Source: an optimization exercise on an open RTL-to-GDS flow (aim: small area, a short achievable clock period and few clock cycles per item). Production flows keep margins and buffers that such runs may drop.
The RTL was checked by simulation tests, not by an equivalence proof against the original design.
Power is estimated from default activity; no workload was simulated.

Setup of tundra:
// burst_mem_ctrl
module burst_mem_ctrl #(
  parameter int unsigned DATA_W    = 8,
  parameter int unsigned ADDR_W    = 8,
  parameter int unsigned BURST_LEN = 4,
  parameter int unsigned MEM_DEPTH = 512
) (
  input  logic              clk,
  input  logic              rst,
  input  logic              req_valid,
  output logic              req_ready,
  input  logic              req_write,
  input  logic [ADDR_W-1:0] req_addr,
  input  logic              wr_valid,
  output logic              wr_ready,
  input  logic [DATA_W-1:0] wr_data,
  output logic              rd_valid,
  input  logic              rd_ready,
  output logic [DATA_W-1:0] rd_data,
  output logic              rd_last,
  output logic              busy
);
  localparam int unsigned BEAT_W = $clog2(BURST_LEN);
  localparam int unsigned MEM_AW = $clog2(MEM_DEPTH);
  localparam int unsigned NLINE  = MEM_DEPTH / BURST_LEN;
  localparam int unsigned LINE_W = MEM_AW - BEAT_W;
  localparam int unsigned LA_W   = LINE_W / 2;
  localparam int unsigned LA_N   = 1 << LA_W;
  localparam int unsigned LB_N   = 1 << (LINE_W - LA_W);
  localparam int unsigned RQN = 8;               
  localparam int unsigned WQN = 2;               
  logic [NLINE-1:0][BURST_LEN-1:0][DATA_W-1:0] mem;
  logic [RQN-1:0][LINE_W-1:0] rq_line_q, rq_line_d;
  logic [RQN-1:0][WQN-1:0]    rq_pend_q, rq_pend_d;
  logic [RQN-1:0]             rq_same_q, rq_same_d;
  logic [RQN-1:0]             rq_v_q, rq_v_d;
  logic [LINE_W-1:0]          rline_q;           
  logic [LINE_W-1:0]          lastw_q, lastw_d;  
  logic [BURST_LEN-1:0][DATA_W-1:0] lb_q, lb_d;
  logic                       lb_v_q, lb_v_d;
  logic [BURST_LEN-1:0]       lbb_q, lbb_d;      
  logic [WQN-1:0][LINE_W-1:0] wq_line_q, wq_line_d;
  logic [WQN-1:0]             wq_v_q, wq_v_d;
  logic [BURST_LEN-1:0]       wbb_q, wbb_d;      
  logic [LA_N-1:0]            wsa_q, wsa_d;      
  logic [LB_N-1:0]            wsc_q, wsc_d;      
  logic                       wgo_q, wgo_d;      
  logic                       wgl_q, wgl_d;      
  ...
Size in the first run: roughly 7900 cells after synthesis, about 4300 flip-flops.
clock: 5.6 ns
lec_check: 0
cap_margin: 20
core_margin: 2
core_utilization: 50
cts_cluster_diameter: 80
cts_cluster_size: 20
setup_slack_margin: 3.0
slew_margin: 20
tns_end_percent: 5
buffer_ports_args: -buffer_cell sky130_fd_sc_hd__buf_4
standard.sh (not shown) runs the stock make flow with config.mk's settings and CLKGATE_MAP_FILE= SYNTH_SCRIPT=/design/flow/synth_recipe.tcl, a recipe that flattens the netlist after the stock synthesis.
==> flow/flow/run.sh <==
#!/bin/bash
set -euo pipefail
echo "export BUFFER_PORTS_ARGS = -buffer_cell sky130_fd_sc_hd__buf_4" >> config.mk
bash standard.sh MATCH_CELL_FOOTPRINT=0 finish > standard.log 2>&1
Testbench counts of tundra, summed over its fixed seeds: cycles 7,710, bursts 3,200.
What quartz does differently from tundra at the input level:
Settings: CORE_UTILIZATION now 58, was 50.
[summary]
- Comparing quartz against tundra, there is no change at all in compound-gate portion of the synthesized area.
- Combinational share of power: tundra vs quartz, no meaningful difference
- Taking tundra as the reference, in quartz maximum frequency moved down, TritonCTS buffer count moved down, cell count moved down.
[inputs] xenon vs quartz
Settings: changing CORE_UTILIZATION from 58 to 65.
[summary]
In the tables for quartz and xenon, count of nets after finishing reads higher with quartz.
Compared with quartz, xenon shows global-route wire length before repair lower by 15000 um.
Comparing final wirelength for quartz and xenon, the smaller number came from xenon.
Clock network power across quartz and xenon: no real change.

---

burst_mem_ctrl again, from the RTL that the note above started with.
Settings: LEC_CHECK=0, CAP_MARGIN=20, CORE_MARGIN=2, CORE_UTILIZATION=50, CTS_CLUSTER_DIAMETER=70, CTS_CLUSTER_SIZE=25, SETUP_SLACK_MARGIN=3.1, SLEW_MARGIN=20, TNS_END_PERCENT=5, BUFFER_PORTS_ARGS=-buffer_cell sky130_fd_sc_hd__buf_4; clock period 5.6 ns.
Scripts as last shown in full above: flow/flow/run.sh
Testbench counts at the start, summed over its fixed seeds: cycles 7,710, bursts 3,200.
==> next run, changes <==
==> flow/flow/run.sh (replaced) <==
#!/bin/bash
set -euo pipefail
echo "export BUFFER_PORTS_ARGS = -buffer_cell sky130_fd_sc_hd__buf_4" >> config.mk
bash standard.sh > standard.log 2>&1
--- a/flow/config.mk
+++ b/flow/config.mk
@@ -11,3 +11,3 @@
-export CTS_CLUSTER_DIAMETER = 70
-export CTS_CLUSTER_SIZE = 25
-export SETUP_SLACK_MARGIN = 3.1
+export CTS_CLUSTER_DIAMETER = 80
+export CTS_CLUSTER_SIZE = 20
+export SETUP_SLACK_MARGIN = 2.9
After rerunning: The changed run produced a clean layout; wire length came out lower slightly; setup slack loses 0.037 ns; area after synthesis stays the same; total power came out lower slightly; global-route usage came out lower by 0.30 points; first-iteration DRC count came out lower by a few percent.

==> re-timing with driven ports <==
Ports are ideal in the flow. The routed layouts listed here were re-timed in OpenROAD.
Step 1 (the two cells are an assumption about what drives the block):
set clk [get_ports {clk}]
set_driving_cell -lib_cell sky130_fd_sc_hd__clkbuf_16 $clk
set_driving_cell -lib_cell sky130_fd_sc_hd__buf_2 [delete_from_list [all_inputs] $clk]
Step 2 times the ports against the registers' clock, not the clock port: input delays grow and output delays shrink by t, the midpoint of the rising clock arrivals with the driver on.
Three values: ideal ports, drivers, drivers and shift; two values: the first two.
| run | t (ns) | setup WS [ns] | worst setup path at the end | worst slew at a driven data input, ns | pins driven straight from the clock port |
|---|---|---|---|---|---|
| tundra | 1.043 | 2.464 / 2.464 / 1.704 | input to register | 0.07 | 1 |
| quartz | 1.036 | 2.450 / 2.450 / 2.045 | input to register | 0.05 | 1 |
| xenon | 1.012 | 2.334 / 2.334 / 1.894 | input to register | 0.08 | 1 |
| the first run of note 2 | 1.039 | 2.476 / 2.476 / 1.550 | input to register | 0.10 | 1 |
| the second run of note 2 | 1.040 | 2.439 / 2.439 / 1.695 | input to register | 0.12 | 1 |
After both steps every run listed still meets setup and hold. For the first run of note 2, which loses most, drivers alone change the setup slack by 0.000 ns; drivers and shift together by -0.926 ns.
